Source: an optimization exercise on an open RTL-to-GDS flow (aim: small area, a short achievable clock period and few clock cycles per item). Production flows keep margins and buffers that such runs may drop.
Only simulation tests tie the RTL to the original design; equivalence was not proved.
Power and IR drop assume default switching activity.

==> flow/design.v <==
module alu_multicycle #(
    parameter int WIDTH    = 64,
    parameter int MOVSHIFT = 16
) (
    input  logic             i_clk,
    input  logic             i_reset,
    input  logic             i_start,
    input  logic [WIDTH-1:0] i_bus_a,
    input  logic [WIDTH-1:0] i_bus_b,
    input  logic [3:0]       i_alu_ctrl,
    output logic [WIDTH-1:0] o_bus_w,
    output logic             o_zero,
    output logic             o_busy,
    output logic             o_negative,
    output logic             o_carry,
    output logic             o_overflow,
    output logic             o_done
);
    localparam int SHW = $clog2(WIDTH);
    localparam logic [SHW-1:0] CNT_LAST = SHW'(WIDTH - 1);
    localparam logic [3:0] OP_AND    = 4'b0000;
    localparam logic [3:0] OP_OR     = 4'b0001;
    localparam logic [3:0] OP_ADD    = 4'b0010;
    localparam logic [3:0] OP_SUB    = 4'b0110;
    localparam logic [3:0] OP_PASSB  = 4'b0111;
    localparam logic [3:0] OP_PASSBM = 4'b1000;
    localparam logic [3:0] OP_LSL    = 4'b1001;
    localparam logic [3:0] OP_LSR    = 4'b1010;
    localparam logic [3:0] OP_MUL    = 4'b1011;
    typedef enum logic {
        S_IDLE = 1'b0,
        S_MUL  = 1'b1
    } state_t;
    function automatic logic is_zero(input logic [WIDTH-1:0] v);
        is_zero = (v == {WIDTH{1'b0}});
    endfunction
    state_t           r_state;
    logic [WIDTH-1:0] r_bus_w;
    logic             r_zero;
    logic             r_busy;
    logic             r_done;
    logic [SHW-1:0]   r_cnt;
    logic [WIDTH-1:0] r_mul_a;
    logic [WIDTH-1:0] r_mul_b;
    logic [WIDTH-1:0] r_mul_acc;
    logic [SHW-1:0]   w_shamt;
    logic [WIDTH-1:0] w_result;
    logic [WIDTH-1:0] w_mul_acc_next;
    assign w_shamt        = i_bus_b[SHW-1:0];
    assign w_mul_acc_next = r_mul_acc + (r_mul_b[0] ? r_mul_a : {WIDTH{1'b0}});
    always_comb begin
        w_result = {WIDTH{1'b0}};
        case (i_alu_ctrl)
            OP_AND:    w_result = i_bus_a & i_bus_b;
            OP_OR:     w_result = i_bus_a | i_bus_b;
            OP_ADD:    w_result = i_bus_a + i_bus_b;
            OP_SUB:    w_result = i_bus_a - i_bus_b;
            OP_PASSB:  w_result = i_bus_b << MOVSHIFT;
            OP_PASSBM: w_result = i_bus_b;
            OP_LSL:    w_result = i_bus_a << w_shamt;
            OP_LSR:    w_result = i_bus_a >> w_shamt;
            default:   w_result = {WIDTH{1'b0}};
        endcase
    end
    logic [WIDTH:0] w_add_ext;
    logic [WIDTH:0] w_sub_ext;
    logic           w_carry;
    logic           w_ovf;
    logic           r_negative;
    logic           r_carry;
    logic           r_overflow;
    assign w_add_ext = {1'b0, i_bus_a} + {1'b0, i_bus_b};
    assign w_sub_ext = {1'b0, i_bus_a} + {1'b0, ~i_bus_b} + {{WIDTH{1'b0}}, 1'b1};
    always_comb begin
        w_carry = 1'b0;
        w_ovf   = 1'b0;
        case (i_alu_ctrl)
            OP_ADD: begin
                w_carry = w_add_ext[WIDTH];
                w_ovf   = (i_bus_a[WIDTH-1] == i_bus_b[WIDTH-1]) &&
                          (w_add_ext[WIDTH-1] != i_bus_a[WIDTH-1]);
            end
            OP_SUB: begin
                w_carry = w_sub_ext[WIDTH];
                w_ovf   = (i_bus_a[WIDTH-1] != i_bus_b[WIDTH-1]) &&
                          (w_sub_ext[WIDTH-1] != i_bus_a[WIDTH-1]);
            end
            default: begin
                w_carry = 1'b0;
                w_ovf   = 1'b0;
            end
        endcase
    end
    assign o_negative = r_negative;
    assign o_carry    = r_carry;
    assign o_overflow = r_overflow;
    always_ff @(posedge i_clk) begin
        if (i_reset) begin
            r_state   <= S_IDLE;
            r_bus_w   <= {WIDTH{1'b0}};
            r_zero    <= 1'b1;
            r_busy    <= 1'b0;
            r_done    <= 1'b0;
            r_cnt     <= {SHW{1'b0}};
            r_mul_a   <= {WIDTH{1'b0}};
            r_mul_b   <= {WIDTH{1'b0}};
            r_mul_acc <= {WIDTH{1'b0}};
            r_negative <= 1'b0;
            r_carry    <= 1'b0;
            r_overflow <= 1'b0;
        end else begin
            r_done <= 1'b0;
            case (r_state)
                S_IDLE: begin
                    if (i_start) begin
                        if (i_alu_ctrl == OP_MUL) begin
                            r_state   <= S_MUL;
                            r_busy    <= 1'b1;
                            r_cnt     <= {SHW{1'b0}};
                            r_mul_a   <= i_bus_a;
                            r_mul_b   <= i_bus_b;
                            r_mul_acc <= {WIDTH{1'b0}};
                        end else begin
                            r_bus_w <= w_result;
                            r_zero  <= is_zero(w_result);
                            r_done  <= 1'b1;
                            r_negative <= w_result[WIDTH-1];
                            r_carry    <= w_carry;
                            r_overflow <= w_ovf;
                        end
                    end
                end
                S_MUL: begin
                    r_mul_acc <= w_mul_acc_next;
                    r_mul_a   <= r_mul_a << 1;
                    r_mul_b   <= r_mul_b >> 1;
                    if (r_cnt == CNT_LAST) begin
                        r_state <= S_IDLE;
                        r_busy  <= 1'b0;
                        r_done  <= 1'b1;
                        r_cnt   <= {SHW{1'b0}};
                        r_bus_w <= w_mul_acc_next;
                        r_zero  <= is_zero(w_mul_acc_next);
                        r_negative <= w_mul_acc_next[WIDTH-1];
                        r_carry    <= 1'b0;
                        r_overflow <= 1'b0;
                    end else begin
                        r_cnt <= r_cnt + {{(SHW-1){1'b0}}, 1'b1};
                    end
                end
                default: begin
                    r_state <= S_IDLE;
                    r_busy  <= 1'b0;
                end
            endcase
        end
    end
    assign o_bus_w = r_bus_w;
    assign o_zero  = r_zero;
    assign o_busy  = r_busy;
    assign o_done  = r_done;
endmodule
==> flow/run.sh <==
#!/bin/bash
# synth_recipe.tcl (not shown) runs the flow's synth.tcl, then flattens the netlist and writes it again
# the make line also repeats each setting of config.mk as NAME=value (left out here)
make -C /OpenROAD-flow-scripts/flow DESIGN_CONFIG=/design/flow/config.mk WORK_HOME=/design/flow/orfs CLKGATE_MAP_FILE= SYNTH_SCRIPT=/design/flow/synth_recipe.tcl finish
==> flow/config.mk <==
export PLATFORM = sky130hd
export DESIGN_NAME = alu_multicycle
export DESIGN_NICKNAME = alu_multicycle
export VERILOG_FILES = /design/flow/design.v
export SDC_FILE = /design/flow/constraint.sdc
export NUM_CORES = 4
export LEC_CHECK = 0
export CAP_MARGIN = 20
export CORE_MARGIN = 2
export CORE_UTILIZATION = 40
export SETUP_SLACK_MARGIN = 0.5
export SLEW_MARGIN = 20
==> flow/constraint.sdc <==
create_clock -name core_clock -period 8.0 [get_ports {i_clk}]
set_input_delay 1.6000 -clock core_clock [delete_from_list [all_inputs] [get_ports {i_clk}]]
set_output_delay 1.6000 -clock core_clock [all_outputs]
set_load 0.01 [all_outputs]
==> summary.md <==
| Metric | Value |
|---|---|
| Outcome | `finished clean` |
| PD cells | `127 nW/um^2` |
| Port-buffer cells | `204` |
| Tcrit/Tclk final | `91.8%` |
| CTS tree | `built` |
| Core box area | `93,200 sq um` |
| Syn Area/Cell | `7.33 sq um` |
| Slew HR | `15.0%` |
| Top_reg_cell synth | `dfxtp_1` |
| Maximum vdd drop | `0.180 mV` |
| R2R setup slack | `1970 ps` |
| Fin. Hold Viols | `0` |
| Row cnt | `112` |
| Switching portion of total power | `42.8%` |
| Residual DRC | `0` |
| Ys Warns | `1` |
| Clock power frac | `27.0%` |
| Tmin final | `7340 ps` |
| Leakage | `18.6 nW` |
| Slew Limit Fails | `0` |
| DRT Wirelength | `234 mm` |
| Vias per inst | `6.79` |
| Fin nets | `5,951` |
| Sequential Area | `5370 sq um` |
| Least-Margin Pin Slew | `1280 ps` |
| Starting DRT DRC Count | `6,526` |
| Worst Path Required | `8590 ps` |
| Max Clk Rate | `136 MHz` |
| Gate power share | `48.8%` |
| Gr ovfl total | `0` |
| Htree depth | `1` |
| Int Power | `3.28 mW` |
| Crit path max fanout | `5` |
| Synth Cell Area | `37,500 sq um` |
| Global Route Usage Sum | `47.1%` |
| Gpl congestion | `1.12` |
| Drt pass-1 iters | `11` |
| Post-route ant nets | `0` |
| Max-cap violations | `0` |
| Synth Instances | `5,120` |
| Most frequent cells in the layout | `nand2_1, buf_4, a21oi_1` |
| Clock latency (worst-skew pair) | `660 ps` |
| Commonest non-fill, non-tap cell in the layout | `nand2_1` |
| Critical path class | `input port to flop` |
| Vias in the first global route | `42,700` |
| CP Data Arrival Time | `7930 ps` |
| Top Ports | `205` |
| Reg clk slew, reported paths | `60 ps` |
| Maximum clock path buffer count | `3` |
| Num CTS Buffers | `31` |
| # setup viols final | `0` |
| RSZ-0062 raised after global routing | `false` |
| Yosys cell types | `94` |
| Async S/R FF share, synth | `0%` |
| Fin Hold WS | `448 ps` |
| NetSw | `2.46 mW` |
| First-pass GRT wire length | `323 mm` |
| Layout cells sized above 1 | `17.0%` |
| CTS Root Cell | `clkbuf_16` |
| Post-synth EDFFs | `0` |
| Initial Util | `40.3%` |
| Die footprint | `96,200 sq um` |
| Share of the synthesized area in the top cell type | `14.3%` |
| Initial antenna violation count | `22` |
| Sequential element share of the synthesized area | `14.3%` |
| Placed cell count | `6,709` |
| Synthesized Nets | `5,577` |
| Ranking of synthesized cells by area | `dfxtp_1, ha_1, mux4_2, a21oi_1, nand2_1` |
| Detailed-placement wirelength estimate | `184 mm` |
| Flops & latches, synth | `268` |
| Skew final | `30.2 ps` |
| Worst Setup End Kind | `flop` |
| Per-cell routed wire length | `34.6 microns` |
| Sequential power share | `24.2%` |
| Chip height | `310 microns` |
| Layout area overhead | `20.5%` |
| Critical Path Start Type | `input port` |
| Number of fill cells in the layout | `9,523` |
| Tot Pwr | `5.73 mW` |
| Via count | `46,000` |
| Setup TNS | `0 ps` |
| Die width | `310 microns` |
| Cell taking the most area after synthesis | `dfxtp_1` |
| Min-Delay Path Class | `flop to flop` |
| Fin cells | `6,782` |
| Largest net degree at the start of global routing | `158` |
| Multi-input logic area | `29,900 sq um` |
| Clk sinks | `268` |
| Hold_buf cts | `0` |
Yosys cell counts, drive strengths merged, types with 87 or more instances:
| cell type | n |
|---|---|
| mux2i | 186 |
| clkbuf | 302 |
| a21oi | 555 |
| o211ai | 87 |
| nor2 | 420 |
| buf | 129 |
| dfxtp | 268 |
| o21ai | 257 |
| nor3 | 105 |
| xnor2 | 115 |
| mux4 | 128 |
| nand2 | 645 |
| inv | 215 |
| ha | 320 |
| a22oi | 190 |
final timing paths:
check	startpoint	depth (start not counted)	to
worst max-delay path	i_bus_b[6]	27	r_zero
worst min-delay path	r_bus_w[60]	2	r_bus_w[60]
worst max register to register	r_mul_b[0]	16	r_zero
worst min register to register	r_bus_w[60]	2	r_bus_w[60]
per-layer routing:
layer | vias up | part of all wire, % | global-route usage [%]
met4 | 18 | 7.2 | 28.0
met5 | - | 0.082 | 0.0506
li1 | 19800 | - | -
met2 | 3197 | 40 | 67.6
met1 | 22300 | 39 | 59.8
met3 | 774 | 13 | 17.9
kinds of logic (layout without fill, tap and decap cells):
logic type	count (synthesis)	in the layout	synth area share, %
compound gates	1716	1716	29.8
simple gates	1636	1636	20.1
buf+inv	646	1043	6.85
mux	377	377	14.5
fa+ha+maj	322	322	10.8
flops	268	268	14.3
xor+xnor	155	155	3.64
other cells	0	11	0
metrics by stage:
step / instance area [sq um] / utilization (%) / setup slack [ps]
3_5_place_dp: 43800 / 47.0 / -512
5_1_grt: 45200 / 48.5 / 463
3_3_place_gp: 43800 / 47.0 / -429
4_1_cts: 44900 / 48.2 / 503
6_report: 45200 / 48.5 / 655
2_1_floorplan: 37500 / - / 506
power by group through the flow:
stage                     Combinational [mW]  Sequential (mW)  Clock [mW]
final                                   2.80             1.39        1.55
after global routing                    2.86             1.39        1.61
after global placement                  2.62             1.42           0
after CTS                               2.63             1.39        1.56
after detailed placement                2.61             1.42           0
after floorplan                         1.29             1.42           0
sequential cells by signal, summed over array words and instances, names as in the netlist, 6 cells and up:
signal / flops
r_cnt: 6
r_mul_b: 64
r_mul_acc: 64
r_bus_w: 63
r_mul_a: 64
layout make-up:
cell class | count | area share [%]
diodes | 11 | 0.0609
clock buffers | 42 | 1.90
clock inverters | 14 | 0.462
inverters | 215 | 1.79
multi-input cells | 4206 | 66.3
flip-flops and latches | 268 | 11.9
well taps | 1254 | 3.47
repair buffers | 772 | 14.2
worst max-delay path, stage by stage:
cell and delay, ps:
clkdlybuf4s50_1 540, nor4_2 310, nand2_1 110, buf_4 190
or4_2 650, nor3_1 270, nand4_1 150, buf_4 200
and4b_1 340, buf_4 140, a31oi_1 90, xnor2_1 160
ha_1 350, a21oi_1 180, o21ai_0 160, a21oi_1 210
or3_1 160, o211ai_1 120, nor4_2 400, o311ai_1 260
nor4b_1 360, buf_4 170, nand3_1 110, nor4_2 300
o2111ai_2 140, o21ai_1 150, a31o_1 100
timing repair:
action,in CTS,in global routing
endpoints found under the setup margin,2,8
gates resized for setup,15,56
cloned,0,0
pin swaps,3,24
buffers inserted,0,6
Testbench counts, summed over its fixed seeds: cycles 147,616, items 12,000.

## static timing again, ports no longer ideal
How much do the figures lean on ideal ports? The routed layout below was timed once more, with nothing changed but the port constraints.
Step 1 (the two cells are an assumption about what drives the block):
set clk [get_ports {i_clk}]
set_driving_cell -lib_cell sky130_fd_sc_hd__clkbuf_16 $clk
set_driving_cell -lib_cell sky130_fd_sc_hd__buf_2 [delete_from_list [all_inputs] $clk]
Step 2 adds t to the input delays and takes it off the output delays; t is the mean of the earliest and latest rising clock arrival at the registers after step 1. Input paths then give back, and output paths get back, about the clock's delay inside the block.
Three values: no drivers, after step 1, after step 2; two values: the first two.
t, ns: 0.718
setup slack, ns: 0.655 / 0.702 / -0.016
hold slack, ns: 0.448 / 0.448 / 0.448
latest minus earliest clock arrival (ns): 0.030 / 0.031
Met with ideal ports but missed after step 2: setup timing in this run. For this run, drivers alone change the setup slack by +0.047 ns; drivers and shift together by -0.671 ns.
